This is an optimization exercise on Yosys and OpenROAD, whose aim is small area, a short achievable clock period and few clock cycles per item, not a production implementation.
At most, simulation tests tie the RTL to the original design; equivalence was not proved.
The RTL of run 3 was laid out without a check of its function.
Power figures rest on the tool's default switching activity, not on a simulated workload.

<file path="run.sh">
#!/bin/bash
# synth_recipe.tcl (not shown) runs the flow's synth.tcl, then flattens the netlist and writes it again
# the make line also repeats each setting of config.mk as NAME=value (left out here)
make -C /OpenROAD-flow-scripts/flow DESIGN_CONFIG=/design/flow/config.mk WORK_HOME=/design/flow/orfs CLKGATE_MAP_FILE= SYNTH_SCRIPT=/design/flow/synth_recipe.tcl finish
</file>
<file path="config.mk">
export PLATFORM = sky130hd
export DESIGN_NAME = systolic_top
export DESIGN_NICKNAME = systolic_top
export VERILOG_FILES = /design/flow/design.v
export SDC_FILE = /design/flow/constraint.sdc
export NUM_CORES = 4
export LEC_CHECK = 0
export ABC_CLOCK_PERIOD_IN_PS = 2500
export CAP_MARGIN = 20
export CORE_MARGIN = 2
export CORE_UTILIZATION = 40
export SETUP_SLACK_MARGIN = 5
export SLEW_MARGIN = 20
</file>
<file path="constraint.sdc">
create_clock -name core_clock -period 9.0 [get_ports {clk}]
set_input_delay 1.8000 -clock core_clock [delete_from_list [all_inputs] [get_ports {clk}]]
set_output_delay 1.8000 -clock core_clock [all_outputs]
set_load 0.01 [all_outputs]
</file>
<file path="design.v">
`timescale 1ns/10ps
package systolic_pkg;
    typedef logic signed [16-1:0]   data_t;
    typedef logic signed [8-1:0] weight_t;
    typedef logic signed [32-1:0]  accum_t;
    typedef logic [6-1:0]          wb_addr_t;
    typedef logic [32-1:0]          wb_data_t;
    typedef enum logic [2:0] {
        IDLE,
        CLEAR,
        FEED,
        DRAIN,
        DONE
    } seq_state_t;
endpackage
`timescale 1ns/10ps
module dot2_cs (
    input  logic signed [15:0] a0,
    input  logic signed [15:0] a1,
    input  logic signed [7:0]  b0,
    input  logic signed [7:0]  b1,
    output logic [24:0] cs_s,
    output logic [24:0] cs_c
);
wire p0m0_one;
wire p0m0_two;
wire p0m0_neg;
wire p0m1_one;
wire p0m1_two;
wire p0m1_neg;
wire p0m2_one;
wire p0m2_two;
wire p0m2_neg;
wire p0m3_one;
wire p0m3_two;
wire p0m3_neg;
wire p1m0_one;
wire p1m0_two;
wire p1m0_neg;
wire p1m1_one;
wire p1m1_two;
wire p1m1_neg;
wire p1m2_one;
wire p1m2_two;
wire p1m2_neg;
wire p1m3_one;
wire p1m3_two;
wire p1m3_neg;
wire s1;
wire c2;
wire s3;
wire c4;
wire s5;
wire c6;
wire s7;
wire c8;
wire s9;
wire c10;
wire s11;
wire c12;
wire s13;
wire c14;
wire s15;
wire c16;
wire s17;
wire c18;
wire s19;
wire c20;
wire s21;
wire c22;
wire s23;
wire c24;
wire s25;
wire c26;
wire s27;
wire c28;
wire s29;
wire c30;
wire s31;
wire c32;
wire s33;
wire c34;
wire s35;
wire c36;
wire s37;
wire c38;
wire s39;
wire c40;
wire s41;
wire c42;
wire s43;
wire c44;
wire s45;
wire c46;
wire s47;
wire c48;
wire s49;
wire c50;
wire s51;
wire c52;
wire s53;
wire c54;
wire s55;
wire c56;
wire s57;
wire c58;
wire s59;
wire c60;
wire s61;
wire c62;
wire s63;
wire c64;
wire s65;
wire c66;
wire s67;
wire c68;
wire s69;
wire c70;
wire s71;
wire c72;
wire s73;
wire c74;
wire s75;
wire c76;
wire s77;
wire c78;
wire s79;
wire c80;
wire s81;
wire c82;
wire s83;
wire c84;
wire s85;
wire c86;
wire s87;
wire c88;
wire s89;
wire c90;
wire s91;
wire c92;
wire s93;
wire c94;
wire s95;
wire c96;
wire s97;
wire c98;
wire s99;
wire c100;
wire s101;
wire c102;
wire s103;
wire c104;
wire s105;
wire c106;
wire s107;
wire c108;
wire s109;
wire c110;
wire s111;
wire c112;
wire s113;
wire c114;
wire s115;
wire c116;
wire s117;
wire c118;
wire s119;
wire c120;
wire s121;
wire c122;
wire s123;
wire c124;
wire s125;
wire c126;
wire s127;
wire c128;
wire s129;
wire c130;
wire s131;
wire c132;
wire s133;
wire c134;
wire s135;
wire c136;
wire s137;
wire c138;
wire s139;
wire c140;
wire s141;
wire c142;
wire s143;
wire c144;
wire s145;
wire c146;
wire s147;
wire c148;
wire s149;
wire c150;
wire s151;
wire c152;
wire s153;
wire c154;
wire s155;
wire c156;
wire s157;
wire c158;
wire s159;
wire c160;
wire s161;
wire c162;
wire s163;
wire c164;
wire s165;
wire c166;
wire s167;
wire c168;
wire s169;
wire c170;
wire s171;
wire c172;
wire s173;
wire c174;
wire s175;
wire c176;
wire s177;
wire c178;
wire s179;
wire c180;
wire s181;
wire c182;
wire s183;
wire c184;
wire s185;
wire c186;
wire s187;
wire c188;
wire s189;
wire c190;
wire s191;
wire c192;
wire s193;
wire c194;
wire s195;
wire c196;
wire s197;
wire c198;
wire s199;
wire c200;
wire s201;
wire c202;
wire s203;
wire c204;
wire s205;
wire c206;
wire s207;
wire c208;
wire s209;
wire c210;
wire s211;
wire c212;
wire s213;
wire c214;
wire s215;
wire c216;
wire s217;
wire c218;
wire s219;
wire c220;
wire s221;
wire c222;
wire s223;
wire c224;
wire s225;
wire c226;
wire s227;
wire c228;
wire s229;
wire c230;
wire s231;
wire c232;
wire s233;
wire c234;
wire s235;
wire c236;
wire s237;
wire c238;
assign p0m0_one = b0[0] ^ 1'b0;
assign p0m0_two = (b0[1] & ~b0[0] & ~1'b0) | (~b0[1] & b0[0] & 1'b0);
assign p0m0_neg = b0[1];
wire [16:0] p0m0_r;
assign p0m0_r[0] = ((p0m0_one & a0[0]) | (p0m0_two & 1'b0)) ^ p0m0_neg;
assign p0m0_r[1] = ((p0m0_one & a0[1]) | (p0m0_two & a0[0])) ^ p0m0_neg;
assign p0m0_r[2] = ((p0m0_one & a0[2]) | (p0m0_two & a0[1])) ^ p0m0_neg;
assign p0m0_r[3] = ((p0m0_one & a0[3]) | (p0m0_two & a0[2])) ^ p0m0_neg;
assign p0m0_r[4] = ((p0m0_one & a0[4]) | (p0m0_two & a0[3])) ^ p0m0_neg;
assign p0m0_r[5] = ((p0m0_one & a0[5]) | (p0m0_two & a0[4])) ^ p0m0_neg;
assign p0m0_r[6] = ((p0m0_one & a0[6]) | (p0m0_two & a0[5])) ^ p0m0_neg;
assign p0m0_r[7] = ((p0m0_one & a0[7]) | (p0m0_two & a0[6])) ^ p0m0_neg;
assign p0m0_r[8] = ((p0m0_one & a0[8]) | (p0m0_two & a0[7])) ^ p0m0_neg;
assign p0m0_r[9] = ((p0m0_one & a0[9]) | (p0m0_two & a0[8])) ^ p0m0_neg;
assign p0m0_r[10] = ((p0m0_one & a0[10]) | (p0m0_two & a0[9])) ^ p0m0_neg;
assign p0m0_r[11] = ((p0m0_one & a0[11]) | (p0m0_two & a0[10])) ^ p0m0_neg;
assign p0m0_r[12] = ((p0m0_one & a0[12]) | (p0m0_two & a0[11])) ^ p0m0_neg;
assign p0m0_r[13] = ((p0m0_one & a0[13]) | (p0m0_two & a0[12])) ^ p0m0_neg;
assign p0m0_r[14] = ((p0m0_one & a0[14]) | (p0m0_two & a0[13])) ^ p0m0_neg;
assign p0m0_r[15] = ((p0m0_one & a0[15]) | (p0m0_two & a0[14])) ^ p0m0_neg;
assign p0m0_r[16] = ((p0m0_one & a0[15]) | (p0m0_two & a0[15])) ^ p0m0_neg;
assign p0m1_one = b0[2] ^ b0[1];
assign p0m1_two = (b0[3] & ~b0[2] & ~b0[1]) | (~b0[3] & b0[2] & b0[1]);
assign p0m1_neg = b0[3];
wire [16:0] p0m1_r;
assign p0m1_r[0] = ((p0m1_one & a0[0]) | (p0m1_two & 1'b0)) ^ p0m1_neg;
assign p0m1_r[1] = ((p0m1_one & a0[1]) | (p0m1_two & a0[0])) ^ p0m1_neg;
assign p0m1_r[2] = ((p0m1_one & a0[2]) | (p0m1_two & a0[1])) ^ p0m1_neg;
assign p0m1_r[3] = ((p0m1_one & a0[3]) | (p0m1_two & a0[2])) ^ p0m1_neg;
assign p0m1_r[4] = ((p0m1_one & a0[4]) | (p0m1_two & a0[3])) ^ p0m1_neg;
assign p0m1_r[5] = ((p0m1_one & a0[5]) | (p0m1_two & a0[4])) ^ p0m1_neg;
assign p0m1_r[6] = ((p0m1_one & a0[6]) | (p0m1_two & a0[5])) ^ p0m1_neg;
assign p0m1_r[7] = ((p0m1_one & a0[7]) | (p0m1_two & a0[6])) ^ p0m1_neg;
assign p0m1_r[8] = ((p0m1_one & a0[8]) | (p0m1_two & a0[7])) ^ p0m1_neg;
assign p0m1_r[9] = ((p0m1_one & a0[9]) | (p0m1_two & a0[8])) ^ p0m1_neg;
assign p0m1_r[10] = ((p0m1_one & a0[10]) | (p0m1_two & a0[9])) ^ p0m1_neg;
assign p0m1_r[11] = ((p0m1_one & a0[11]) | (p0m1_two & a0[10])) ^ p0m1_neg;
assign p0m1_r[12] = ((p0m1_one & a0[12]) | (p0m1_two & a0[11])) ^ p0m1_neg;
assign p0m1_r[13] = ((p0m1_one & a0[13]) | (p0m1_two & a0[12])) ^ p0m1_neg;
assign p0m1_r[14] = ((p0m1_one & a0[14]) | (p0m1_two & a0[13])) ^ p0m1_neg;
assign p0m1_r[15] = ((p0m1_one & a0[15]) | (p0m1_two & a0[14])) ^ p0m1_neg;
assign p0m1_r[16] = ((p0m1_one & a0[15]) | (p0m1_two & a0[15])) ^ p0m1_neg;
assign p0m2_one = b0[4] ^ b0[3];
assign p0m2_two = (b0[5] & ~b0[4] & ~b0[3]) | (~b0[5] & b0[4] & b0[3]);
assign p0m2_neg = b0[5];
wire [16:0] p0m2_r;
assign p0m2_r[0] = ((p0m2_one & a0[0]) | (p0m2_two & 1'b0)) ^ p0m2_neg;
assign p0m2_r[1] = ((p0m2_one & a0[1]) | (p0m2_two & a0[0])) ^ p0m2_neg;
assign p0m2_r[2] = ((p0m2_one & a0[2]) | (p0m2_two & a0[1])) ^ p0m2_neg;
assign p0m2_r[3] = ((p0m2_one & a0[3]) | (p0m2_two & a0[2])) ^ p0m2_neg;
assign p0m2_r[4] = ((p0m2_one & a0[4]) | (p0m2_two & a0[3])) ^ p0m2_neg;
assign p0m2_r[5] = ((p0m2_one & a0[5]) | (p0m2_two & a0[4])) ^ p0m2_neg;
assign p0m2_r[6] = ((p0m2_one & a0[6]) | (p0m2_two & a0[5])) ^ p0m2_neg;
assign p0m2_r[7] = ((p0m2_one & a0[7]) | (p0m2_two & a0[6])) ^ p0m2_neg;
assign p0m2_r[8] = ((p0m2_one & a0[8]) | (p0m2_two & a0[7])) ^ p0m2_neg;
assign p0m2_r[9] = ((p0m2_one & a0[9]) | (p0m2_two & a0[8])) ^ p0m2_neg;
assign p0m2_r[10] = ((p0m2_one & a0[10]) | (p0m2_two & a0[9])) ^ p0m2_neg;
assign p0m2_r[11] = ((p0m2_one & a0[11]) | (p0m2_two & a0[10])) ^ p0m2_neg;
assign p0m2_r[12] = ((p0m2_one & a0[12]) | (p0m2_two & a0[11])) ^ p0m2_neg;
assign p0m2_r[13] = ((p0m2_one & a0[13]) | (p0m2_two & a0[12])) ^ p0m2_neg;
assign p0m2_r[14] = ((p0m2_one & a0[14]) | (p0m2_two & a0[13])) ^ p0m2_neg;
assign p0m2_r[15] = ((p0m2_one & a0[15]) | (p0m2_two & a0[14])) ^ p0m2_neg;
assign p0m2_r[16] = ((p0m2_one & a0[15]) | (p0m2_two & a0[15])) ^ p0m2_neg;
assign p0m3_one = b0[6] ^ b0[5];
assign p0m3_two = (b0[7] & ~b0[6] & ~b0[5]) | (~b0[7] & b0[6] & b0[5]);
assign p0m3_neg = b0[7];
wire [16:0] p0m3_r;
assign p0m3_r[0] = ((p0m3_one & a0[0]) | (p0m3_two & 1'b0)) ^ p0m3_neg;
assign p0m3_r[1] = ((p0m3_one & a0[1]) | (p0m3_two & a0[0])) ^ p0m3_neg;
assign p0m3_r[2] = ((p0m3_one & a0[2]) | (p0m3_two & a0[1])) ^ p0m3_neg;
assign p0m3_r[3] = ((p0m3_one & a0[3]) | (p0m3_two & a0[2])) ^ p0m3_neg;
assign p0m3_r[4] = ((p0m3_one & a0[4]) | (p0m3_two & a0[3])) ^ p0m3_neg;
assign p0m3_r[5] = ((p0m3_one & a0[5]) | (p0m3_two & a0[4])) ^ p0m3_neg;
assign p0m3_r[6] = ((p0m3_one & a0[6]) | (p0m3_two & a0[5])) ^ p0m3_neg;
assign p0m3_r[7] = ((p0m3_one & a0[7]) | (p0m3_two & a0[6])) ^ p0m3_neg;
assign p0m3_r[8] = ((p0m3_one & a0[8]) | (p0m3_two & a0[7])) ^ p0m3_neg;
assign p0m3_r[9] = ((p0m3_one & a0[9]) | (p0m3_two & a0[8])) ^ p0m3_neg;
assign p0m3_r[10] = ((p0m3_one & a0[10]) | (p0m3_two & a0[9])) ^ p0m3_neg;
assign p0m3_r[11] = ((p0m3_one & a0[11]) | (p0m3_two & a0[10])) ^ p0m3_neg;
assign p0m3_r[12] = ((p0m3_one & a0[12]) | (p0m3_two & a0[11])) ^ p0m3_neg;
assign p0m3_r[13] = ((p0m3_one & a0[13]) | (p0m3_two & a0[12])) ^ p0m3_neg;
assign p0m3_r[14] = ((p0m3_one & a0[14]) | (p0m3_two & a0[13])) ^ p0m3_neg;
assign p0m3_r[15] = ((p0m3_one & a0[15]) | (p0m3_two & a0[14])) ^ p0m3_neg;
assign p0m3_r[16] = ((p0m3_one & a0[15]) | (p0m3_two & a0[15])) ^ p0m3_neg;
assign p1m0_one = b1[0] ^ 1'b0;
assign p1m0_two = (b1[1] & ~b1[0] & ~1'b0) | (~b1[1] & b1[0] & 1'b0);
assign p1m0_neg = b1[1];
wire [16:0] p1m0_r;
assign p1m0_r[0] = ((p1m0_one & a1[0]) | (p1m0_two & 1'b0)) ^ p1m0_neg;
assign p1m0_r[1] = ((p1m0_one & a1[1]) | (p1m0_two & a1[0])) ^ p1m0_neg;
assign p1m0_r[2] = ((p1m0_one & a1[2]) | (p1m0_two & a1[1])) ^ p1m0_neg;
assign p1m0_r[3] = ((p1m0_one & a1[3]) | (p1m0_two & a1[2])) ^ p1m0_neg;
assign p1m0_r[4] = ((p1m0_one & a1[4]) | (p1m0_two & a1[3])) ^ p1m0_neg;
assign p1m0_r[5] = ((p1m0_one & a1[5]) | (p1m0_two & a1[4])) ^ p1m0_neg;
assign p1m0_r[6] = ((p1m0_one & a1[6]) | (p1m0_two & a1[5])) ^ p1m0_neg;
assign p1m0_r[7] = ((p1m0_one & a1[7]) | (p1m0_two & a1[6])) ^ p1m0_neg;
assign p1m0_r[8] = ((p1m0_one & a1[8]) | (p1m0_two & a1[7])) ^ p1m0_neg;
assign p1m0_r[9] = ((p1m0_one & a1[9]) | (p1m0_two & a1[8])) ^ p1m0_neg;
assign p1m0_r[10] = ((p1m0_one & a1[10]) | (p1m0_two & a1[9])) ^ p1m0_neg;
assign p1m0_r[11] = ((p1m0_one & a1[11]) | (p1m0_two & a1[10])) ^ p1m0_neg;
assign p1m0_r[12] = ((p1m0_one & a1[12]) | (p1m0_two & a1[11])) ^ p1m0_neg;
assign p1m0_r[13] = ((p1m0_one & a1[13]) | (p1m0_two & a1[12])) ^ p1m0_neg;
assign p1m0_r[14] = ((p1m0_one & a1[14]) | (p1m0_two & a1[13])) ^ p1m0_neg;
assign p1m0_r[15] = ((p1m0_one & a1[15]) | (p1m0_two & a1[14])) ^ p1m0_neg;
assign p1m0_r[16] = ((p1m0_one & a1[15]) | (p1m0_two & a1[15])) ^ p1m0_neg;
assign p1m1_one = b1[2] ^ b1[1];
assign p1m1_two = (b1[3] & ~b1[2] & ~b1[1]) | (~b1[3] & b1[2] & b1[1]);
assign p1m1_neg = b1[3];
wire [16:0] p1m1_r;
assign p1m1_r[0] = ((p1m1_one & a1[0]) | (p1m1_two & 1'b0)) ^ p1m1_neg;
assign p1m1_r[1] = ((p1m1_one & a1[1]) | (p1m1_two & a1[0])) ^ p1m1_neg;
assign p1m1_r[2] = ((p1m1_one & a1[2]) | (p1m1_two & a1[1])) ^ p1m1_neg;
assign p1m1_r[3] = ((p1m1_one & a1[3]) | (p1m1_two & a1[2])) ^ p1m1_neg;
assign p1m1_r[4] = ((p1m1_one & a1[4]) | (p1m1_two & a1[3])) ^ p1m1_neg;
assign p1m1_r[5] = ((p1m1_one & a1[5]) | (p1m1_two & a1[4])) ^ p1m1_neg;
assign p1m1_r[6] = ((p1m1_one & a1[6]) | (p1m1_two & a1[5])) ^ p1m1_neg;
assign p1m1_r[7] = ((p1m1_one & a1[7]) | (p1m1_two & a1[6])) ^ p1m1_neg;
assign p1m1_r[8] = ((p1m1_one & a1[8]) | (p1m1_two & a1[7])) ^ p1m1_neg;
assign p1m1_r[9] = ((p1m1_one & a1[9]) | (p1m1_two & a1[8])) ^ p1m1_neg;
assign p1m1_r[10] = ((p1m1_one & a1[10]) | (p1m1_two & a1[9])) ^ p1m1_neg;
assign p1m1_r[11] = ((p1m1_one & a1[11]) | (p1m1_two & a1[10])) ^ p1m1_neg;
assign p1m1_r[12] = ((p1m1_one & a1[12]) | (p1m1_two & a1[11])) ^ p1m1_neg;
assign p1m1_r[13] = ((p1m1_one & a1[13]) | (p1m1_two & a1[12])) ^ p1m1_neg;
assign p1m1_r[14] = ((p1m1_one & a1[14]) | (p1m1_two & a1[13])) ^ p1m1_neg;
assign p1m1_r[15] = ((p1m1_one & a1[15]) | (p1m1_two & a1[14])) ^ p1m1_neg;
assign p1m1_r[16] = ((p1m1_one & a1[15]) | (p1m1_two & a1[15])) ^ p1m1_neg;
assign p1m2_one = b1[4] ^ b1[3];
assign p1m2_two = (b1[5] & ~b1[4] & ~b1[3]) | (~b1[5] & b1[4] & b1[3]);
assign p1m2_neg = b1[5];
wire [16:0] p1m2_r;
assign p1m2_r[0] = ((p1m2_one & a1[0]) | (p1m2_two & 1'b0)) ^ p1m2_neg;
assign p1m2_r[1] = ((p1m2_one & a1[1]) | (p1m2_two & a1[0])) ^ p1m2_neg;
assign p1m2_r[2] = ((p1m2_one & a1[2]) | (p1m2_two & a1[1])) ^ p1m2_neg;
assign p1m2_r[3] = ((p1m2_one & a1[3]) | (p1m2_two & a1[2])) ^ p1m2_neg;
assign p1m2_r[4] = ((p1m2_one & a1[4]) | (p1m2_two & a1[3])) ^ p1m2_neg;
assign p1m2_r[5] = ((p1m2_one & a1[5]) | (p1m2_two & a1[4])) ^ p1m2_neg;
assign p1m2_r[6] = ((p1m2_one & a1[6]) | (p1m2_two & a1[5])) ^ p1m2_neg;
assign p1m2_r[7] = ((p1m2_one & a1[7]) | (p1m2_two & a1[6])) ^ p1m2_neg;
assign p1m2_r[8] = ((p1m2_one & a1[8]) | (p1m2_two & a1[7])) ^ p1m2_neg;
assign p1m2_r[9] = ((p1m2_one & a1[9]) | (p1m2_two & a1[8])) ^ p1m2_neg;
assign p1m2_r[10] = ((p1m2_one & a1[10]) | (p1m2_two & a1[9])) ^ p1m2_neg;
assign p1m2_r[11] = ((p1m2_one & a1[11]) | (p1m2_two & a1[10])) ^ p1m2_neg;
assign p1m2_r[12] = ((p1m2_one & a1[12]) | (p1m2_two & a1[11])) ^ p1m2_neg;
assign p1m2_r[13] = ((p1m2_one & a1[13]) | (p1m2_two & a1[12])) ^ p1m2_neg;
assign p1m2_r[14] = ((p1m2_one & a1[14]) | (p1m2_two & a1[13])) ^ p1m2_neg;
assign p1m2_r[15] = ((p1m2_one & a1[15]) | (p1m2_two & a1[14])) ^ p1m2_neg;
assign p1m2_r[16] = ((p1m2_one & a1[15]) | (p1m2_two & a1[15])) ^ p1m2_neg;
assign p1m3_one = b1[6] ^ b1[5];
assign p1m3_two = (b1[7] & ~b1[6] & ~b1[5]) | (~b1[7] & b1[6] & b1[5]);
assign p1m3_neg = b1[7];
wire [16:0] p1m3_r;
assign p1m3_r[0] = ((p1m3_one & a1[0]) | (p1m3_two & 1'b0)) ^ p1m3_neg;
assign p1m3_r[1] = ((p1m3_one & a1[1]) | (p1m3_two & a1[0])) ^ p1m3_neg;
assign p1m3_r[2] = ((p1m3_one & a1[2]) | (p1m3_two & a1[1])) ^ p1m3_neg;
assign p1m3_r[3] = ((p1m3_one & a1[3]) | (p1m3_two & a1[2])) ^ p1m3_neg;
assign p1m3_r[4] = ((p1m3_one & a1[4]) | (p1m3_two & a1[3])) ^ p1m3_neg;
assign p1m3_r[5] = ((p1m3_one & a1[5]) | (p1m3_two & a1[4])) ^ p1m3_neg;
assign p1m3_r[6] = ((p1m3_one & a1[6]) | (p1m3_two & a1[5])) ^ p1m3_neg;
assign p1m3_r[7] = ((p1m3_one & a1[7]) | (p1m3_two & a1[6])) ^ p1m3_neg;
assign p1m3_r[8] = ((p1m3_one & a1[8]) | (p1m3_two & a1[7])) ^ p1m3_neg;
assign p1m3_r[9] = ((p1m3_one & a1[9]) | (p1m3_two & a1[8])) ^ p1m3_neg;
assign p1m3_r[10] = ((p1m3_one & a1[10]) | (p1m3_two & a1[9])) ^ p1m3_neg;
assign p1m3_r[11] = ((p1m3_one & a1[11]) | (p1m3_two & a1[10])) ^ p1m3_neg;
assign p1m3_r[12] = ((p1m3_one & a1[12]) | (p1m3_two & a1[11])) ^ p1m3_neg;
assign p1m3_r[13] = ((p1m3_one & a1[13]) | (p1m3_two & a1[12])) ^ p1m3_neg;
assign p1m3_r[14] = ((p1m3_one & a1[14]) | (p1m3_two & a1[13])) ^ p1m3_neg;
assign p1m3_r[15] = ((p1m3_one & a1[15]) | (p1m3_two & a1[14])) ^ p1m3_neg;
assign p1m3_r[16] = ((p1m3_one & a1[15]) | (p1m3_two & a1[15])) ^ p1m3_neg;
wire nx, na;
assign nx = p0m3_neg ^ p1m3_neg;
assign na = p0m3_neg & p1m3_neg;
assign s1 = p0m0_r[4] ^ p0m1_r[2] ^ p0m2_r[0];
assign c2 = (p0m0_r[4] & p0m1_r[2]) | (p0m0_r[4] & p0m2_r[0]) | (p0m1_r[2] & p0m2_r[0]);
assign s3 = p0m0_r[5] ^ p0m1_r[3];
assign c4 = p0m0_r[5] & p0m1_r[3];
assign s5 = p0m0_r[6] ^ p0m1_r[4] ^ p0m2_r[2];
assign c6 = (p0m0_r[6] & p0m1_r[4]) | (p0m0_r[6] & p0m2_r[2]) | (p0m1_r[4] & p0m2_r[2]);
assign s7 = p0m3_r[0] ^ p1m0_r[6] ^ p1m1_r[4];
assign c8 = (p0m3_r[0] & p1m0_r[6]) | (p0m3_r[0] & p1m1_r[4]) | (p1m0_r[6] & p1m1_r[4]);
assign s9 = p0m0_r[7] ^ p0m1_r[5] ^ p0m2_r[3];
assign c10 = (p0m0_r[7] & p0m1_r[5]) | (p0m0_r[7] & p0m2_r[3]) | (p0m1_r[5] & p0m2_r[3]);
assign s11 = p0m3_r[1] ^ p1m0_r[7] ^ p1m1_r[5];
assign c12 = (p0m3_r[1] & p1m0_r[7]) | (p0m3_r[1] & p1m1_r[5]) | (p1m0_r[7] & p1m1_r[5]);
assign s13 = p1m2_r[3] ^ p1m3_r[1];
assign c14 = p1m2_r[3] & p1m3_r[1];
assign s15 = p0m0_r[8] ^ p0m1_r[6] ^ p0m2_r[4];
assign c16 = (p0m0_r[8] & p0m1_r[6]) | (p0m0_r[8] & p0m2_r[4]) | (p0m1_r[6] & p0m2_r[4]);
assign s17 = p0m3_r[2] ^ p1m0_r[8] ^ p1m1_r[6];
assign c18 = (p0m3_r[2] & p1m0_r[8]) | (p0m3_r[2] & p1m1_r[6]) | (p1m0_r[8] & p1m1_r[6]);
assign s19 = p1m2_r[4] ^ p1m3_r[2];
assign c20 = p1m2_r[4] & p1m3_r[2];
assign s21 = p0m0_r[9] ^ p0m1_r[7] ^ p0m2_r[5];
assign c22 = (p0m0_r[9] & p0m1_r[7]) | (p0m0_r[9] & p0m2_r[5]) | (p0m1_r[7] & p0m2_r[5]);
assign s23 = p0m3_r[3] ^ p1m0_r[9] ^ p1m1_r[7];
assign c24 = (p0m3_r[3] & p1m0_r[9]) | (p0m3_r[3] & p1m1_r[7]) | (p1m0_r[9] & p1m1_r[7]);
assign s25 = p1m2_r[5] ^ p1m3_r[3];
assign c26 = p1m2_r[5] & p1m3_r[3];
assign s27 = p0m0_r[10] ^ p0m1_r[8] ^ p0m2_r[6];
assign c28 = (p0m0_r[10] & p0m1_r[8]) | (p0m0_r[10] & p0m2_r[6]) | (p0m1_r[8] & p0m2_r[6]);
assign s29 = p0m3_r[4] ^ p1m0_r[10] ^ p1m1_r[8];
assign c30 = (p0m3_r[4] & p1m0_r[10]) | (p0m3_r[4] & p1m1_r[8]) | (p1m0_r[10] & p1m1_r[8]);
assign s31 = p1m2_r[6] ^ p1m3_r[4];
assign c32 = p1m2_r[6] & p1m3_r[4];
assign s33 = p0m0_r[11] ^ p0m1_r[9] ^ p0m2_r[7];
assign c34 = (p0m0_r[11] & p0m1_r[9]) | (p0m0_r[11] & p0m2_r[7]) | (p0m1_r[9] & p0m2_r[7]);
assign s35 = p0m3_r[5] ^ p1m0_r[11] ^ p1m1_r[9];
assign c36 = (p0m3_r[5] & p1m0_r[11]) | (p0m3_r[5] & p1m1_r[9]) | (p1m0_r[11] & p1m1_r[9]);
assign s37 = p1m2_r[7] ^ p1m3_r[5];
assign c38 = p1m2_r[7] & p1m3_r[5];
assign s39 = p0m0_r[12] ^ p0m1_r[10] ^ p0m2_r[8];
assign c40 = (p0m0_r[12] & p0m1_r[10]) | (p0m0_r[12] & p0m2_r[8]) | (p0m1_r[10] & p0m2_r[8]);
assign s41 = p0m3_r[6] ^ p1m0_r[12] ^ p1m1_r[10];
assign c42 = (p0m3_r[6] & p1m0_r[12]) | (p0m3_r[6] & p1m1_r[10]) | (p1m0_r[12] & p1m1_r[10]);
assign s43 = p1m2_r[8] ^ p1m3_r[6];
assign c44 = p1m2_r[8] & p1m3_r[6];
assign s45 = p0m0_r[13] ^ p0m1_r[11] ^ p0m2_r[9];
assign c46 = (p0m0_r[13] & p0m1_r[11]) | (p0m0_r[13] & p0m2_r[9]) | (p0m1_r[11] & p0m2_r[9]);
assign s47 = p0m3_r[7] ^ p1m0_r[13] ^ p1m1_r[11];
assign c48 = (p0m3_r[7] & p1m0_r[13]) | (p0m3_r[7] & p1m1_r[11]) | (p1m0_r[13] & p1m1_r[11]);
assign s49 = p1m2_r[9] ^ p1m3_r[7];
assign c50 = p1m2_r[9] & p1m3_r[7];
assign s51 = p0m0_r[14] ^ p0m1_r[12] ^ p0m2_r[10];
assign c52 = (p0m0_r[14] & p0m1_r[12]) | (p0m0_r[14] & p0m2_r[10]) | (p0m1_r[12] & p0m2_r[10]);
assign s53 = p0m3_r[8] ^ p1m0_r[14] ^ p1m1_r[12];
assign c54 = (p0m3_r[8] & p1m0_r[14]) | (p0m3_r[8] & p1m1_r[12]) | (p1m0_r[14] & p1m1_r[12]);
assign s55 = p1m2_r[10] ^ p1m3_r[8];
assign c56 = p1m2_r[10] & p1m3_r[8];
assign s57 = p0m0_r[15] ^ p0m1_r[13] ^ p0m2_r[11];
assign c58 = (p0m0_r[15] & p0m1_r[13]) | (p0m0_r[15] & p0m2_r[11]) | (p0m1_r[13] & p0m2_r[11]);
assign s59 = p0m3_r[9] ^ p1m0_r[15] ^ p1m1_r[13];
assign c60 = (p0m3_r[9] & p1m0_r[15]) | (p0m3_r[9] & p1m1_r[13]) | (p1m0_r[15] & p1m1_r[13]);
assign s61 = p1m2_r[11] ^ p1m3_r[9];
assign c62 = p1m2_r[11] & p1m3_r[9];
assign s63 = ~p0m0_r[16] ^ p0m1_r[14] ^ p0m2_r[12];
assign c64 = (~p0m0_r[16] & p0m1_r[14]) | (~p0m0_r[16] & p0m2_r[12]) | (p0m1_r[14] & p0m2_r[12]);
assign s65 = p0m3_r[10] ^ ~p1m0_r[16] ^ p1m1_r[14];
assign c66 = (p0m3_r[10] & ~p1m0_r[16]) | (p0m3_r[10] & p1m1_r[14]) | (~p1m0_r[16] & p1m1_r[14]);
assign s67 = p1m2_r[12] ^ p1m3_r[10];
assign c68 = p1m2_r[12] & p1m3_r[10];
assign s69 = p0m1_r[15] ^ p0m2_r[13] ^ p0m3_r[11];
assign c70 = (p0m1_r[15] & p0m2_r[13]) | (p0m1_r[15] & p0m3_r[11]) | (p0m2_r[13] & p0m3_r[11]);
assign s71 = p1m1_r[15] ^ p1m2_r[13] ^ p1m3_r[11];
assign c72 = (p1m1_r[15] & p1m2_r[13]) | (p1m1_r[15] & p1m3_r[11]) | (p1m2_r[13] & p1m3_r[11]);
assign s73 = ~p0m1_r[16] ^ p0m2_r[14] ^ p0m3_r[12];
assign c74 = (~p0m1_r[16] & p0m2_r[14]) | (~p0m1_r[16] & p0m3_r[12]) | (p0m2_r[14] & p0m3_r[12]);
assign s75 = ~p1m1_r[16] ^ p1m2_r[14];
assign c76 = ~p1m1_r[16] & p1m2_r[14];
assign s77 = p0m0_r[2] ^ p0m1_r[0] ^ p0m1_neg;
assign c78 = (p0m0_r[2] & p0m1_r[0]) | (p0m0_r[2] & p0m1_neg) | (p0m1_r[0] & p0m1_neg);
assign s79 = p0m0_r[3] ^ p0m1_r[1];
assign c80 = p0m0_r[3] & p0m1_r[1];
assign s81 = p0m2_neg ^ p1m0_r[4] ^ p1m1_r[2];
assign c82 = (p0m2_neg & p1m0_r[4]) | (p0m2_neg & p1m1_r[2]) | (p1m0_r[4] & p1m1_r[2]);
assign s83 = p1m2_r[0] ^ p1m2_neg;
assign c84 = p1m2_r[0] & p1m2_neg;
assign s85 = p0m2_r[1] ^ p1m0_r[5] ^ p1m1_r[3];
assign c86 = (p0m2_r[1] & p1m0_r[5]) | (p0m2_r[1] & p1m1_r[3]) | (p1m0_r[5] & p1m1_r[3]);
assign s87 = p1m2_r[1] ^ c2 ^ s3;
assign c88 = (p1m2_r[1] & c2) | (p1m2_r[1] & s3) | (c2 & s3);
assign s89 = p1m2_r[2] ^ p1m3_r[0] ^ nx;
assign c90 = (p1m2_r[2] & p1m3_r[0]) | (p1m2_r[2] & nx) | (p1m3_r[0] & nx);
assign s91 = c4 ^ s5 ^ s7;
assign c92 = (c4 & s5) | (c4 & s7) | (s5 & s7);
assign s93 = na ^ c6 ^ c8;
assign c94 = (na & c6) | (na & c8) | (c6 & c8);
assign s95 = s9 ^ s11 ^ s13;
assign c96 = (s9 & s11) | (s9 & s13) | (s11 & s13);
assign s97 = c10 ^ c12 ^ c14;
assign c98 = (c10 & c12) | (c10 & c14) | (c12 & c14);
assign s99 = s15 ^ s17 ^ s19;
assign c100 = (s15 & s17) | (s15 & s19) | (s17 & s19);
assign s101 = c16 ^ c18 ^ c20;
assign c102 = (c16 & c18) | (c16 & c20) | (c18 & c20);
assign s103 = s21 ^ s23 ^ s25;
assign c104 = (s21 & s23) | (s21 & s25) | (s23 & s25);
assign s105 = c22 ^ c24 ^ c26;
assign c106 = (c22 & c24) | (c22 & c26) | (c24 & c26);
assign s107 = s27 ^ s29 ^ s31;
assign c108 = (s27 & s29) | (s27 & s31) | (s29 & s31);
assign s109 = c28 ^ c30 ^ c32;
assign c110 = (c28 & c30) | (c28 & c32) | (c30 & c32);
assign s111 = s33 ^ s35 ^ s37;
assign c112 = (s33 & s35) | (s33 & s37) | (s35 & s37);
assign s113 = c34 ^ c36 ^ c38;
assign c114 = (c34 & c36) | (c34 & c38) | (c36 & c38);
assign s115 = s39 ^ s41 ^ s43;
assign c116 = (s39 & s41) | (s39 & s43) | (s41 & s43);
assign s117 = c40 ^ c42 ^ c44;
assign c118 = (c40 & c42) | (c40 & c44) | (c42 & c44);
assign s119 = s45 ^ s47 ^ s49;
assign c120 = (s45 & s47) | (s45 & s49) | (s47 & s49);
assign s121 = c46 ^ c48 ^ c50;
assign c122 = (c46 & c48) | (c46 & c50) | (c48 & c50);
assign s123 = s51 ^ s53 ^ s55;
assign c124 = (s51 & s53) | (s51 & s55) | (s53 & s55);
assign s125 = c52 ^ c54 ^ c56;
assign c126 = (c52 & c54) | (c52 & c56) | (c54 & c56);
assign s127 = s57 ^ s59 ^ s61;
assign c128 = (s57 & s59) | (s57 & s61) | (s59 & s61);
assign s129 = c58 ^ c60 ^ c62;
assign c130 = (c58 & c60) | (c58 & c62) | (c60 & c62);
assign s131 = s63 ^ s65 ^ s67;
assign c132 = (s63 & s65) | (s63 & s67) | (s65 & s67);
assign s133 = 1'b1 ^ c64 ^ c66;
assign c134 = (1'b1 & c64) | (1'b1 & c66) | (c64 & c66);
assign s135 = c68 ^ s69 ^ s71;
assign c136 = (c68 & s69) | (c68 & s71) | (s69 & s71);
assign s137 = p1m3_r[12] ^ 1'b1 ^ c70;
assign c138 = (p1m3_r[12] & 1'b1) | (p1m3_r[12] & c70) | (1'b1 & c70);
assign s139 = c72 ^ s73 ^ s75;
assign c140 = (c72 & s73) | (c72 & s75) | (s73 & s75);
assign s141 = p0m2_r[15] ^ p0m3_r[13] ^ p1m2_r[15];
assign c142 = (p0m2_r[15] & p0m3_r[13]) | (p0m2_r[15] & p1m2_r[15]) | (p0m3_r[13] & p1m2_r[15]);
assign s143 = p1m3_r[13] ^ c74 ^ c76;
assign c144 = (p1m3_r[13] & c74) | (p1m3_r[13] & c76) | (c74 & c76);
assign s145 = ~p0m2_r[16] ^ p0m3_r[14] ^ ~p1m2_r[16];
assign c146 = (~p0m2_r[16] & p0m3_r[14]) | (~p0m2_r[16] & ~p1m2_r[16]) | (p0m3_r[14] & ~p1m2_r[16]);
assign s147 = p1m3_r[14] ^ 1'b1;
assign c148 = p1m3_r[14] & 1'b1;
assign s149 = p0m0_r[0] ^ p0m0_neg;
assign c150 = p0m0_r[0] & p0m0_neg;
assign s151 = p1m0_r[2] ^ p1m1_r[0];
assign c152 = p1m0_r[2] & p1m1_r[0];
assign s153 = p1m0_r[3] ^ p1m1_r[1] ^ c78;
assign c154 = (p1m0_r[3] & p1m1_r[1]) | (p1m0_r[3] & c78) | (p1m1_r[1] & c78);
assign s155 = s1 ^ c80 ^ s81;
assign c156 = (s1 & c80) | (s1 & s81) | (c80 & s81);
assign s157 = c82 ^ c84 ^ s85;
assign c158 = (c82 & c84) | (c82 & s85) | (c84 & s85);
assign s159 = c86 ^ c88 ^ s89;
assign c160 = (c86 & c88) | (c86 & s89) | (c88 & s89);
assign s161 = c90 ^ c92 ^ s93;
assign c162 = (c90 & c92) | (c90 & s93) | (c92 & s93);
assign s163 = c94 ^ c96 ^ s97;
assign c164 = (c94 & c96) | (c94 & s97) | (c96 & s97);
assign s165 = c98 ^ c100 ^ s101;
assign c166 = (c98 & c100) | (c98 & s101) | (c100 & s101);
assign s167 = c102 ^ c104 ^ s105;
assign c168 = (c102 & c104) | (c102 & s105) | (c104 & s105);
assign s169 = c106 ^ c108 ^ s109;
assign c170 = (c106 & c108) | (c106 & s109) | (c108 & s109);
assign s171 = c110 ^ c112 ^ s113;
assign c172 = (c110 & c112) | (c110 & s113) | (c112 & s113);
assign s173 = c114 ^ c116 ^ s117;
assign c174 = (c114 & c116) | (c114 & s117) | (c116 & s117);
assign s175 = c118 ^ c120 ^ s121;
assign c176 = (c118 & c120) | (c118 & s121) | (c120 & s121);
assign s177 = c122 ^ c124 ^ s125;
assign c178 = (c122 & c124) | (c122 & s125) | (c124 & s125);
assign s179 = c126 ^ c128 ^ s129;
assign c180 = (c126 & c128) | (c126 & s129) | (c128 & s129);
assign s181 = c130 ^ c132 ^ s133;
assign c182 = (c130 & c132) | (c130 & s133) | (c132 & s133);
assign s183 = c134 ^ c136 ^ s137;
assign c184 = (c134 & c136) | (c134 & s137) | (c136 & s137);
assign s185 = c138 ^ c140 ^ s141;
assign c186 = (c138 & c140) | (c138 & s141) | (c140 & s141);
assign s187 = c142 ^ c144 ^ s145;
assign c188 = (c142 & c144) | (c142 & s145) | (c144 & s145);
assign s189 = p0m3_r[15] ^ p1m3_r[15] ^ c146;
assign c190 = (p0m3_r[15] & p1m3_r[15]) | (p0m3_r[15] & c146) | (p1m3_r[15] & c146);
assign s191 = ~p0m3_r[16] ^ ~p1m3_r[16];
assign c192 = ~p0m3_r[16] & ~p1m3_r[16];
assign s193 = p1m0_r[0] ^ p1m0_neg;
assign c194 = p1m0_r[0] & p1m0_neg;
assign s195 = p0m0_r[1] ^ p1m0_r[1] ^ c150;
assign c196 = (p0m0_r[1] & p1m0_r[1]) | (p0m0_r[1] & c150) | (p1m0_r[1] & c150);
assign s197 = p1m1_neg ^ s77 ^ s151;
assign c198 = (p1m1_neg & s77) | (p1m1_neg & s151) | (s77 & s151);
assign s199 = s79 ^ c152 ^ s153;
assign c200 = (s79 & c152) | (s79 & s153) | (c152 & s153);
assign s201 = s83 ^ c154 ^ s155;
assign c202 = (s83 & c154) | (s83 & s155) | (c154 & s155);
assign s203 = s87 ^ c156 ^ s157;
assign c204 = (s87 & c156) | (s87 & s157) | (c156 & s157);
assign s205 = s91 ^ c158 ^ s159;
assign c206 = (s91 & c158) | (s91 & s159) | (c158 & s159);
assign s207 = s95 ^ c160 ^ s161;
assign c208 = (s95 & c160) | (s95 & s161) | (c160 & s161);
assign s209 = s99 ^ c162 ^ s163;
assign c210 = (s99 & c162) | (s99 & s163) | (c162 & s163);
assign s211 = s103 ^ c164 ^ s165;
assign c212 = (s103 & c164) | (s103 & s165) | (c164 & s165);
assign s213 = s107 ^ c166 ^ s167;
assign c214 = (s107 & c166) | (s107 & s167) | (c166 & s167);
assign s215 = s111 ^ c168 ^ s169;
assign c216 = (s111 & c168) | (s111 & s169) | (c168 & s169);
assign s217 = s115 ^ c170 ^ s171;
assign c218 = (s115 & c170) | (s115 & s171) | (c170 & s171);
assign s219 = s119 ^ c172 ^ s173;
assign c220 = (s119 & c172) | (s119 & s173) | (c172 & s173);
assign s221 = s123 ^ c174 ^ s175;
assign c222 = (s123 & c174) | (s123 & s175) | (c174 & s175);
assign s223 = s127 ^ c176 ^ s177;
assign c224 = (s127 & c176) | (s127 & s177) | (c176 & s177);
assign s225 = s131 ^ c178 ^ s179;
assign c226 = (s131 & c178) | (s131 & s179) | (c178 & s179);
assign s227 = s135 ^ c180 ^ s181;
assign c228 = (s135 & c180) | (s135 & s181) | (c180 & s181);
assign s229 = s139 ^ c182 ^ s183;
assign c230 = (s139 & c182) | (s139 & s183) | (c182 & s183);
assign s231 = s143 ^ c184 ^ s185;
assign c232 = (s143 & c184) | (s143 & s185) | (c184 & s185);
assign s233 = s147 ^ c186 ^ s187;
assign c234 = (s147 & c186) | (s147 & s187) | (c186 & s187);
assign s235 = c148 ^ c188 ^ s189;
assign c236 = (c148 & c188) | (c148 & s189) | (c188 & s189);
assign s237 = 1'b1 ^ c190 ^ s191;
assign c238 = (1'b1 & c190) | (1'b1 & s191) | (c190 & s191);
assign cs_s[0] = s149;
assign cs_c[0] = s193;
assign cs_s[1] = c194;
assign cs_c[1] = s195;
assign cs_s[2] = c196;
assign cs_c[2] = s197;
assign cs_s[3] = c198;
assign cs_c[3] = s199;
assign cs_s[4] = c200;
assign cs_c[4] = s201;
assign cs_s[5] = c202;
assign cs_c[5] = s203;
assign cs_s[6] = c204;
assign cs_c[6] = s205;
assign cs_s[7] = c206;
assign cs_c[7] = s207;
assign cs_s[8] = c208;
assign cs_c[8] = s209;
assign cs_s[9] = c210;
assign cs_c[9] = s211;
assign cs_s[10] = c212;
assign cs_c[10] = s213;
assign cs_s[11] = c214;
assign cs_c[11] = s215;
assign cs_s[12] = c216;
assign cs_c[12] = s217;
assign cs_s[13] = c218;
assign cs_c[13] = s219;
assign cs_s[14] = c220;
assign cs_c[14] = s221;
assign cs_s[15] = c222;
assign cs_c[15] = s223;
assign cs_s[16] = c224;
assign cs_c[16] = s225;
assign cs_s[17] = c226;
assign cs_c[17] = s227;
assign cs_s[18] = c228;
assign cs_c[18] = s229;
assign cs_s[19] = c230;
assign cs_c[19] = s231;
assign cs_s[20] = c232;
assign cs_c[20] = s233;
assign cs_s[21] = c234;
assign cs_c[21] = s235;
assign cs_s[22] = c236;
assign cs_c[22] = s237;
assign cs_s[23] = c192;
assign cs_c[23] = c238;
assign cs_s[24] = 1'b1;
assign cs_c[24] = 1'b0;
endmodule
`timescale 1ns/10ps
module systolic_top (
    input  logic        clk,
    input  logic        rst_n,
    input  logic        wb_cyc,
    input  logic        wb_stb,
    input  logic        wb_we,
    input  logic [5:0]  wb_adr,
    input  logic [31:0] wb_dat_w,
    output logic [31:0] wb_dat_r,
    output logic        wb_ack
);
    logic [15:0] a_reg [4];
    logic [7:0]  b_reg [4];
    logic [24:0] c_reg [4];
    logic [3:0]  a_vld;
    logic [3:0]  b_vld;
    logic        c_vld;
    logic        busy;
    logic        done;
    logic [1:0]  run_cnt;
    logic [1:0]  k;           
    logic [24:0] cs_s_q;
    logic [24:0] cs_c_q;
    logic [24:0] sum;
    logic        access;
    logic        wr_en;
    logic        start;
    logic [24:0] rd_d;
    logic [24:0] rd_q;
    assign access = wb_cyc && wb_stb && !wb_ack;
    assign wr_en  = access && wb_we && !busy;
    assign start  = wr_en && (wb_adr == 6'd8) && wb_dat_w[0];
    always_ff @(posedge clk or negedge rst_n) begin
        if (!rst_n) begin
            wb_ack <= 1'b0;
        end else begin
            wb_ack <= access;
        end
    end
    always_ff @(posedge clk or negedge rst_n) begin
        if (!rst_n) begin
            a_vld <= '0;
            b_vld <= '0;
        end else if (wr_en && wb_adr[5:3] == 3'b000) begin
            if (!wb_adr[2]) a_vld[wb_adr[1:0]] <= 1'b1;
            else            b_vld[wb_adr[1:0]] <= 1'b1;
        end
    end
    for (genvar e = 0; e < 4; e++) begin : g_ab
        always_ff @(posedge clk) begin
            if (wr_en && wb_adr == 6'(e)) a_reg[e] <= wb_dat_w[15:0];
            if (wr_en && wb_adr == 6'(4 + e)) b_reg[e] <= wb_dat_w[7:0];
        end
    end
    always_ff @(posedge clk or negedge rst_n) begin
        if (!rst_n) begin
            busy    <= 1'b0;
            done    <= 1'b0;
            c_vld   <= 1'b0;
            run_cnt <= '0;
            k       <= '0;
        end else begin
            k <= k + 2'd1;
            if (start) begin
                busy    <= 1'b1;
                done    <= 1'b0;
                c_vld   <= 1'b1;
                run_cnt <= '0;
            end else if (busy) begin
                run_cnt <= run_cnt + 2'd1;
                if (run_cnt == 2'd2) begin
                    busy <= 1'b0;
                    done <= 1'b1;
                end
            end
        end
    end
    logic [15:0] a_m [4];
    logic [7:0]  b_m [4];
    logic [15:0] op_a0, op_a1;
    logic [7:0]  op_b0, op_b1;
    logic [24:0] cs_s, cs_c;
    for (genvar e = 0; e < 4; e++) begin : g_mask
        assign a_m[e] = a_reg[e] & {16{a_vld[e]}};
        assign b_m[e] = b_reg[e] & {8{b_vld[e]}};
    end
    assign op_a0 = k[1] ? a_m[2] : a_m[0];
    assign op_a1 = k[1] ? a_m[3] : a_m[1];
    assign op_b0 = k[0] ? b_m[1] : b_m[0];
    assign op_b1 = k[0] ? b_m[3] : b_m[2];
    dot2_cs u_dot (
        .a0   (op_a0),
        .a1   (op_a1),
        .b0   (op_b0),
        .b1   (op_b1),
        .cs_s (cs_s),
        .cs_c (cs_c)
    );
    always_ff @(posedge clk) begin
        cs_s_q <= cs_s;
        cs_c_q <= cs_c;
    end
    assign sum = cs_s_q + cs_c_q;
    logic [1:0] c_idx;
    assign c_idx = k - 2'd1;
    for (genvar e = 0; e < 4; e++) begin : g_c
        always_ff @(posedge clk) begin
            if ((start || busy) && c_idx == 2'(e)) c_reg[e] <= sum;
        end
    end
    always_comb begin
        rd_d = '0;
        case (wb_adr)
            6'd0, 6'd1, 6'd2, 6'd3:
                if (a_vld[wb_adr[1:0]])
                    rd_d = {{9{a_reg[wb_adr[1:0]][15]}}, a_reg[wb_adr[1:0]]};
            6'd4, 6'd5, 6'd6, 6'd7:
                if (b_vld[wb_adr[1:0]])
                    rd_d = {{17{b_reg[wb_adr[1:0]][7]}}, b_reg[wb_adr[1:0]]};
            6'd9:
                rd_d = {23'd0, done, busy};
            6'd12, 6'd13, 6'd14, 6'd15:
                if (c_vld)
                    rd_d = c_reg[wb_adr[1:0]];
            default: rd_d = '0;
        endcase
    end
    always_ff @(posedge clk) begin
        rd_q <= rd_d;
    end
    assign wb_dat_r = {{7{rd_q[24]}}, rd_q};
endmodule
</file>
==> results.cfg, run 1 <==
[setup_path]
cp-start-kind = flop
worstPathArrival_ps = 4450
rr_startpoint = k[0]
worstSetupPathType = flop to flop
required_ps = 9460
critPathCaptureType = flop
crit_start = k[0]
path_max_fanout = 11

[place]
dp_hpwl_um = 34550
place_congestion = 0.8972
portBuffers = 59

[grt]
grt_pass1_vias = 12750
grt_pass1_wl_um = 74140
antenna_found_initial = 2
grt_usage_pct = 20.60
grt_start_max_net_pins = 57
grt_remaining_overflow = 0

[final_layout]
insertedDiodeCount = 0
fillers = 4024
area_delta_synth_final_pct = 19.71
largest_register_ffs = 100
drive_gt1_share_pct = 21.94
finalNetCount = 1864

[power_and_ir_drop]
power.leakage_uw = 0.007909
p_total_uw = 3523
p_per_area_nw_per_um2 = 164.8
worst_ir_drop_vdd_v = 0.0001520

[die]
num_io_pins = 76
die_w_um = 215.3
dieArea_sq_um = 46360
placeableCoreArea_sq_um = 44120
initial_utilization_pct = 40.48
rows = 77
die_h_um = 215.3

[sta]
slew_headroom_pct = 34.07
grt_setup_unrepaired = true
hold_violations = 0
slew_violations = 0
fin_crit_ps = 3993
max_freq_ghz = 0.2505
tightestPinTransition_ps = 964.0
finalSetupViolations = 0
tns_ps = 0
finalCritPeriodShare_pct = 44.36
finalClockSkew_ps = 12.99

[drt]
drt_iter0_drc = 1456
ant_nets = 0
routed_wirelength_um = 50420
via_per_inst = 5.778
wire_per_inst_um = 22.00
dr.pass1.iters = 6
drc = 0
num_vias = 13240

[worst_hold_path]
worstHoldPathType = flop to flop
holdCritStartpoint = wb_ack

[cts]
clk_pin_slew_worst_paths_ps = 60
worstSkewPairLatency_ps = 590
clockRootBuffer = clkbuf_16
numClockSinks = 285
h-tree-depth = 1
cts_buffer_depth = 3
cts_made_buffers = 31
cts_tree = yes

[flow_run]
maxCapViolations = 0

[logic_synthesis]
syn_area_per_cell_sq_um = 11.26
ys_seq_area_share_pct = 43.37
synthFlopType = edfxtp_1
netlist_area_sq_um = 17860
synth_cell_types = 80
async_flop_share_pct = 5.614
netlist_instances = 1587
ys_ff_latch = 285
synth_fp_nets = 1776
yosysWarnings = 6
synth-edff-count = 196

[status]
status = timing/DRC/antenna clean
==> routing by layer <==
metal	global-route usage (%)	routed length (um)	vias up
met2	32.38	22980	545
li1	-	-	6010
met1	28.64	21200	6596
met3	4.954	4934	91
met4	5.448	1292	2
met5	0	13	-
==> report_power, final <==
part / total [uW] / switching, uW / leakage, uW / internal (uW)
Clock: 1180 / 513 / 0.000467 / 664
Sequential: 1560 / 23.6 / 0.00256 / 1540
Combinational: 787 / 483 / 0.00488 / 304
==> area by class of cell <==
cell class / instances / area [sq um] / share of cell area [%]
Clock inverter: 14 / 97.59 / 0.4564
Tap cell: 592 / 740.7 / 3.464
Clock buffer: 44 / 854.6 / 3.996
Sequential cell: 285 / 7754 / 36.26
Timing Repair Buffer: 179 / 1858 / 8.689
Inverter: 137 / 530.5 / 2.481
Multi-Input combinational cell: 1040 / 9539 / 44.61
Timing Repair inverter: 1 / 8.758 / 0.04096
==> cells by family (layout without fill, tap and decap cells) <==
kind of cell | count (synthesis) | in the layout | share of synthesized area, %
compound gates | 481 | 482 | 17.87
xor+xnor | 89 | 89 | 4.448
simple gates | 267 | 267 | 6.830
mux | 54 | 54 | 6.676
fa+ha+maj | 148 | 148 | 14.38
flops | 285 | 285 | 43.37
buf+inv | 263 | 375 | 6.423
==> synthesized netlist by cell type, types with 10 or more instances <==
cell type	number	area (sq um)
edfxtp_1	196	5886
inv_1	135	506.7
nand2_1	114	427.9
a21oi_1	103	515.5
o21ai_0	97	485.5
fa_1	96	1922
o22ai_1	89	556.8
dfxtp_1	73	1461
xnor2_1	61	534.3
clkbuf_1	55	206.5
mux4_2	51	1149
nand3_1	51	255.2
buf_2	50	250.2
ha_1	50	625.6
nor2_1	46	172.7
a22oi_1	37	277.8
o221ai_1	27	236.5
xor2_1	26	227.7
a22o_1	17	148.9
dfrtp_1	16	400.4
o21a_1	15	112.6
or2_2	15	93.84
buf_4	12	90.09
nor3_1	11	55.05
o311ai_0	10	87.58
==> critical path: stages (launching register included) <==
cell	delay, ps
dfrtp_2	430
buf_12	160
nand3_1	90
o21a_4	140
buf_12	100
clkinvlp_4	230
buf_12	240
nand3_1	70
o21ai_0	100
o21ai_1	240
o311ai_4	170
fa_1	530
inv_1	60
fa_2	350
inv_2	60
fa_1	400
inv_1	70
fa_1	390
==> worst paths after layout <==
path	slack [ps]	cells after the start	to
worst min-delay path	450	1	wb_ack
worst max-delay path	5010	17	cs_c_q[18]
worst max register to register	5010	17	cs_c_q[18]
worst min register to register	450	1	wb_ack
min in group asynchronous	1700	1	busy
max in group asynchronous	6720	1	k[0]
==> cell usage in the layout (no fill, tap or decap), types with 9 or more instances in the layout <==
cell type / instances
a21oi_1: 99
a22o_2: 9
a22oi_1: 18
a22oi_2: 27
buf_12: 12
buf_4: 86
buf_6: 10
clkbuf_1: 10
clkbuf_16: 40
clkdlybuf4s50_1: 57
dfrtp_1: 11
dfxtp_1: 73
edfxtp_1: 196
fa_1: 84
fa_2: 12
ha_1: 49
inv_1: 127
mux4_2: 51
nand2_1: 109
nand3_1: 51
nor2_1: 43
o21a_1: 10
o21ai_0: 76
o21ai_1: 17
o21ai_2: 10
o221ai_1: 27
o22ai_1: 85
o311ai_0: 9
or2_2: 14
xnor2_1: 57
xor2_1: 26
==> stage by stage <==
stage / hold slack, ps / cells / setup slack, ps / instance area [sq um] / utilization, %
floorplan: 439.2 / 1587 / 4921 / 17870 / -
global placement: 424.0 / 2144 / 3949 / 18860 / 42.75
detailed placement: 431.4 / 2144 / 3871 / 18860 / 42.75
CTS: 446.0 / 2228 / 4925 / 20330 / 46.07
global route: 471.4 / 2292 / 4878 / 21380 / 48.46
finish: 451.7 / 2292 / 5007 / 21380 / 48.46
==> repair_timing <==
item | 4_1_cts | 5_1_grt
endpoints found under the setup margin | 137 | 37
gates resized for setup | 67 | 117
hold buffers | 0 | 0
gates cloned | 0 | 12
pin swaps | 9 | 29
setup buffers | 26 | 51
Testbench counts, summed over its fixed seeds: cycles 11,520, jobs 384.
==> run 2: changes to the inputs <==
--- a/config.mk
+++ b/config.mk
@@ -5,9 +5,7 @@
 export SDC_FILE = /design/flow/constraint.sdc
 export NUM_CORES = 4
 export LEC_CHECK = 0
-export ABC_CLOCK_PERIOD_IN_PS = 2500
 export CAP_MARGIN = 20
 export CORE_MARGIN = 2
 export CORE_UTILIZATION = 40
-export SETUP_SLACK_MARGIN = 5
 export SLEW_MARGIN = 20
==> run 2 against run 1 <==
Still clean on timing, DRC and antenna; register-to-register slack got worse by 1200 ps; clock power rose by 8%; final area fell by 7.0%; core utilization fell by 3.4 points; sequential share of layout area rose by 2.7 points; non-clock buffer count fell by 89; combinational power fell by 8.0%; critical path depth fell by 4; critical endpoint unchanged; highest routed layer unchanged.
==> results.cfg, run 2 <==
[place]
dp_hpwl_um = 34410
place_congestion = 0.9194
portBuffers = 59

[die]
die_w_um = 215.3
placeableCoreArea_sq_um = 44120
dieArea_sq_um = 46360
rows = 77
die_h_um = 215.3
initial_utilization_pct = 40.48
num_io_pins = 76

[final_layout]
finalNetCount = 1773
layout_commonest_cell = edfxtp_1
area_delta_synth_final_pct = 11.38
largest_register_ffs = 100
drive_gt1_share_pct = 11.56
insertedDiodeCount = 0
final_cell_mix = edfxtp_1 (196), inv_1 (135), nand2_1 (114), a21oi_1 (103)

[grt]
grt_pass1_vias = 12620
grt_start_max_net_pins = 56
antenna_found_initial = 1
grt_remaining_overflow = 0
grt_pass1_wl_um = 73910
grt_usage_pct = 20.41

[logic_synthesis]
yosysWarnings = 6
async_flop_share_pct = 5.614
netlist_instances = 1587
synth_top_cells_by_count = edfxtp_1 (196), inv_1 (135), nand2_1 (114), a21oi_1 (103), o21ai_0 (97)
synth-edff-count = 196
syn_area_per_cell_sq_um = 11.26
yosysTopAreaCellShare_pct = 32.95
synth_fp_nets = 1776
yosys.area.top_type = edfxtp_1
synth_area_leaders = edfxtp_1 (33%), fa_1 (11%), dfxtp_1 (8.2%)
synth_most_common_cell = edfxtp_1
ys_seq_area_share_pct = 43.37
synthFlopType = edfxtp_1
ys_ff_latch = 285
synth_cell_types = 80
netlist_area_sq_um = 17860

[drt]
drt_iter0_drc = 1211
routed_wirelength_um = 47250
via_per_inst = 5.843
num_vias = 12860
ant_nets = 0
dr.pass1.iters = 5
drc = 0
wire_per_inst_um = 21.47

[worst_hold_path]
min_to = wb_ack
holdCritStartpoint = wb_ack
worstHoldPathType = flop to flop
hold_depth = 1

[setup_path]
required_ps = 9460
rr_worst_depth = 13
critPathCaptureType = flop
regToRegSetupSlack_ps = 3850
worstPathArrival_ps = 5610
path_max_fanout = 40
r2r-end = cs_c_q[18]
cp-start-kind = flop
rr_startpoint = k[0]
worstSetupPathType = flop to flop

[cts]
hold_buffers = 0
cts_tree = yes
numClockSinks = 285
clk_pin_slew_worst_paths_ps = 60
postCtsResizedCells = 0
h-tree-depth = 1
clockRootBuffer = clkbuf_16
cts_made_buffers = 31
worstSkewPairLatency_ps = 580
cts_buffer_depth = 3
post_cts_buffers = 0

[sta]
slew_headroom_pct = 24.10
max_freq_ghz = 0.1941
tns_ps = 0
tightestPinTransition_ps = 1139
grt_setup_unrepaired = false
finalCritPeriodShare_pct = 57.23
fin_crit_ps = 5151
slew_violations = 0
hold_violations = 0
finalSetupViolations = 0
finalClockSkew_ps = 14.11

[status]
status = timing/DRC/antenna clean

[power_and_ir_drop]
power.leakage_uw = 0.007303
p_per_area_nw_per_um2 = 178.8
p_total_uw = 3557
worst_ir_drop_vdd_v = 0.0001186

[flow_run]
maxCapViolations = 0
-- run 2: power breakdown --
part / internal [uW] / total [uW] / switching (uW)
combinational: 265 / 724 / 459
clock: 754 / 1270 / 519
sequential: 1540 / 1560 / 24.3
total: 2550 / 3560 / 1000
-- run 2: metal layers --
layer / part of all wire (%) / vias to the layer above / global-route usage [%]
li1: - / 5816 / -
met2: 45 / 518 / 32.24
met4: 2.1 / 2 / 4.759
met1: 44 / 6452 / 28.67
met3: 8.9 / 72 / 4.628
met5: 0.025 / - / 0
-- run 2: critical path, cell delays in order, from the launching register on --
cell and delay (ps):
dfrtp_1 330, buf_4 430, o21a_1 840, inv_2 380, and2_1 290, mux2i_4 490, o22ai_1 200, xor2_1 210
fa_1 500, fa_1 370, inv_1 80, fa_1 410, inv_1 70, fa_1 400
-- run 2: cell families (layout without fill, tap and decap cells) --
logic type	Yosys count	count (layout)	share of synthesized area (%)
flops	285	285	43.37
mux	54	54	6.676
xor+xnor	89	89	4.448
buf+inv	263	285	6.423
compound gates	481	481	17.87
fa+ha+maj	148	148	14.38
simple gates	267	267	6.830
-- run 2: worst max-delay path by stage --
stage          startpoint     endpoint  slack [ps]  depth (start not counted)
2_1_floorplan   wb_adr[4]  a_reg[2][0]        4290                          4
3_3_place_gp         k[0]   cs_c_q[18]        3940                         12
3_5_place_dp         k[0]   cs_c_q[18]        3850                         12
4_1_cts              k[0]   cs_c_q[18]        3860                         12
5_1_grt              k[0]   cs_c_q[18]        3590                         12
6_report             k[0]   cs_c_q[18]        3850                         13
-- run 2: metrics by stage --
step	instance area (sq um)	util, %	worst slack, ps	hold slack, ps	std cells
CTS	19880	45.05	3858	452.3	2200
global route	19890	45.09	3587	487.1	2201
floorplan	17860	-	4288	439.2	1587
global placement	18840	42.70	3944	423.6	2142
detailed placement	18840	42.70	3854	438.8	2142
finish	19890	45.09	3849	456.0	2201
-- run 2: cell type report --
type	instances	area [sq um]
clock inverters	12	133.9
multi-input cells	1039	9039
clock buffers	46	903.4
flip-flops and latches	285	7747
well taps	592	740.7
inverters	137	514.2
fillers	4129	24230
repair buffers	90	815.8
==> run 3: changes to the inputs <==
--- a/design.v
+++ b/design.v
@@ -758,7 +758,7 @@
 );
     logic [15:0] a_reg [4];
     logic [7:0]  b_reg [4];
-    logic [24:0] c_reg [4];
+    logic [24:0] c_ring [4];
     logic [3:0]  a_vld;
     logic [3:0]  b_vld;
     logic        c_vld;
@@ -848,13 +848,14 @@
         cs_c_q <= cs_c;
     end
     assign sum = cs_s_q + cs_c_q;
-    logic [1:0] c_idx;
-    assign c_idx = k - 2'd1;
-    for (genvar e = 0; e < 4; e++) begin : g_c
-        always_ff @(posedge clk) begin
-            if ((start || busy) && c_idx == 2'(e)) c_reg[e] <= sum;
-        end
+    always_ff @(posedge clk) begin
+        c_ring[0] <= (start || busy) ? sum : c_ring[3];
+        c_ring[1] <= c_ring[0];
+        c_ring[2] <= c_ring[1];
+        c_ring[3] <= c_ring[2];
     end
+    logic [1:0] c_pos;
+    assign c_pos = k - wb_adr[1:0] - 2'd2;
     always_comb begin
         rd_d = '0;
         case (wb_adr)
@@ -868,7 +869,7 @@
                 rd_d = {23'd0, done, busy};
             6'd12, 6'd13, 6'd14, 6'd15:
                 if (c_vld)
-                    rd_d = c_reg[wb_adr[1:0]];
+                    rd_d = c_ring[c_pos];
             default: rd_d = '0;
         endcase
     end
--- a/config.mk
+++ b/config.mk
@@ -5,7 +5,9 @@
 export SDC_FILE = /design/flow/constraint.sdc
 export NUM_CORES = 4
 export LEC_CHECK = 0
+export ABC_CLOCK_PERIOD_IN_PS = 2500
 export CAP_MARGIN = 20
 export CORE_MARGIN = 2
 export CORE_UTILIZATION = 40
+export SETUP_SLACK_MARGIN = 5
 export SLEW_MARGIN = 20
==> run 3 against run 2 <==
Total power decreased by 4.1%; non-clock buffer count is 86 higher; die area decreased by 3.4%; via count rose by 5.5%; setup slack improved by 1200 ps; combinational power decreased by 2%; worst hold slack got worse by 110 ps; clock skew rose by 7.7 ps; clock power down 9%.
==> results.cfg, run 3 <==
[status]
status = timing/DRC/antenna clean

[cts]
cts_buffer_depth = 3
numClockSinks = 285
hold_buffers = 0
clk_pin_slew_worst_paths_ps = 60
worstSkewPairLatency_ps = 580
h-tree-depth = 1
cts_made_buffers = 29
clockRootBuffer = clkbuf_16
cts_tree = yes

[drt]
via_per_inst = 5.897
drc = 0
wl_met3_um = 4640
num_vias = 13560
wire_per_inst_um = 22.96
drt_iter0_drc = 1454
route.top_layer_used = met4
ant_nets = 0
dr.pass1.iters = 5
wl_met1_um = 22830
wl_met2_um = 23880
routed_wirelength_um = 52800

[logic_synthesis]
synth_top_cells_by_count = dfxtp_1 (173), a21oi_1 (130), inv_1 (125), nand2_1 (100)
synth_most_common_cell = dfxtp_1
syn_area_per_cell_sq_um = 10.49
yosys.area.top_type = dfxtp_1
async_flop_share_pct = 5.614
synthFlopType = dfxtp_1
netlist_area_sq_um = 17240
ys_seq_area_share_pct = 39.13
synth_fp_nets = 1829
ys_ff_latch = 285
synth_area_leaders = dfxtp_1 (20%), edfxtp_1 (17%), fa_1 (11%)
yosysTopAreaCellShare_pct = 20.09
yosysWarnings = 6
netlist_instances = 1643
synth_cell_types = 74
synth-edff-count = 96

[place]
place_area_sq_um = 18050
portBuffers = 59
dp_hpwl_um = 35790
place_congestion = 0.9514
dp_slack_ps = 3940

[grt]
grt_pass1_vias = 12710
grt_remaining_overflow = 0
grt_usage_pct = 22.71
antenna_found_initial = 1
grt_start_max_net_pins = 42
grt_pass1_wl_um = 77940

[sta]
finalCritPeriodShare_pct = 43.96
tightestPinTransition_ps = 1038
hold_ws_ps = 346.7
fin_crit_ps = 3956
hold_violations = 0
finalSetupViolations = 0
fin_ws_ps = 5044
tns_ps = 0
slew_violations = 0
finalClockSkew_ps = 21.86
slew_headroom_pct = 30.32
max_freq_ghz = 0.2528
grt_setup_unrepaired = true

[final_layout]
insertedDiodeCount = 0
design_area_sq_um = 20730
drive_gt1_share_pct = 20.75
final_util_pct = 48.44
area_delta_synth_final_pct = 20.24
largest_register_ffs = 100
final_cell_mix = dfxtp_1 (173), inv_1 (125), a21oi_1 (124), edfxtp_1 (96)
finalNetCount = 1917
layout_commonest_cell = dfxtp_1

[die]
placeableCoreArea_sq_um = 42790
die_w_um = 211.6
initial_utilization_pct = 40.29
num_io_pins = 76
rows = 76
dieArea_sq_um = 44770
die_h_um = 211.6

[setup_path]
path_max_fanout = 41
worstPathArrival_ps = 4400
cp-start-kind = flop
required_ps = 9440
critPathCaptureType = flop
worstSetupPathType = flop to flop
regToRegSetupSlack_ps = 5040

[power_and_ir_drop]
power.leakage_uw = 0.007896
worst_ir_drop_vdd_v = 0.0001557
p_per_area_nw_per_um2 = 164.5

[flow_run]
maxCapViolations = 0

[worst_hold_path]
worstHoldPathType = flop to flop
[run 3: cell types whose count changed in the layout (fill, tap and decap cells not counted), moves of 15 or more]
cell	previous run	this run
a21oi_1	103	124
a22o_1	17	2
a22oi_1	37	15
a22oi_2	8	28
buf_12	0	23
buf_4	31	83
dfxtp_1	73	173
edfxtp_1	196	96
nand2_1	114	94
nand3_1	51	73
nor2_1	45	64
o21ai_0	96	77
[run 3: cell families (layout without fill, tap and decap cells)]
family	count (synthesis)	after routing	synth area share, %
AOI/OAI and AO/OA	493	497	18.96
xor gates and xnor gates	86	86	4.587
adders and majority gates	146	146	14.73
buffers and inverters	251	358	6.743
DFF	285	285	39.13
muxes	52	52	6.793
and+or+nand+nor	330	330	9.051
[run 3: layout make-up]
type	instances	area (sq um)
Fill cell	3911	22060
Timing Repair Buffer	176	1962
Clock buffer	38	789.5
Multi-Input combinational cell	1111	9905
Tap cell	546	683.2
Inverter	128	501.7
Sequential cell	285	6754
Clock inverter	16	132.6
[run 3: metal layers]
layer	GRT usage (%)	up-vias
li1	-	6145
met1	32.64	6664
met2	35.33	653
met4	5.464	0
met5	0	-
met3	4.421	100
[run 3: path summary, 6_finish.rpt]
path | start | to | depth (start not counted)
worst max-delay path | k[0] | cs_c_q[13] | 14
worst min-delay path | c_ring[2][18] | c_ring[3][18] | 0
worst max register to register | k[0] | cs_c_q[13] | 14
worst min register to register | c_ring[2][18] | c_ring[3][18] | 0
max in group asynchronous | rst_n | b_vld[2] | 1
min in group asynchronous | rst_n | busy | 1
[run 3: metrics by stage]
stage                     power (uW)  cells
after floorplan                 2017   1643
after global placement          2188   2149
after detailed placement        2203   2149
after CTS                       3388   2222
after global routing            3585   2300
final                           3410   2300
[run 3: critical path: stages, from the launching register on]
cell       delay [ps]
dfrtp_2           490
clkbuf_16         220
o21a_4            260
buf_12            160
inv_16            150
o311ai_0          140
o21ai_0           130
o21ai_1           140
fa_1              590
inv_1              90
fa_1              420
inv_1              90
fa_1              430
inv_1              80
fa_1              400
[run 3: power by group]
part | internal [uW] | leakage, uW | total (uW) | switching [uW]
clock | 651 | 0.000450 | 1160 | 508
combinational | 306 | 0.00495 | 707 | 401
sequential | 1480 | 0.00249 | 1540 | 65.4
[run 3: what timing repair did]
item,CTS,global route
gates resized for setup,78,86
setup buffers,14,68
endpoints found under the setup margin,36,29
gates cloned,5,10
pin swaps,8,34

Re-timed with assumed drivers on the ports (clkbuf_16 on the clock, buf_2 on other inputs), run 3 has 5.044 ns of setup slack against 5.044 ns with ideal ports, and 4.549 ns once port delays also move by the mid clock arrival of 0.620 ns.
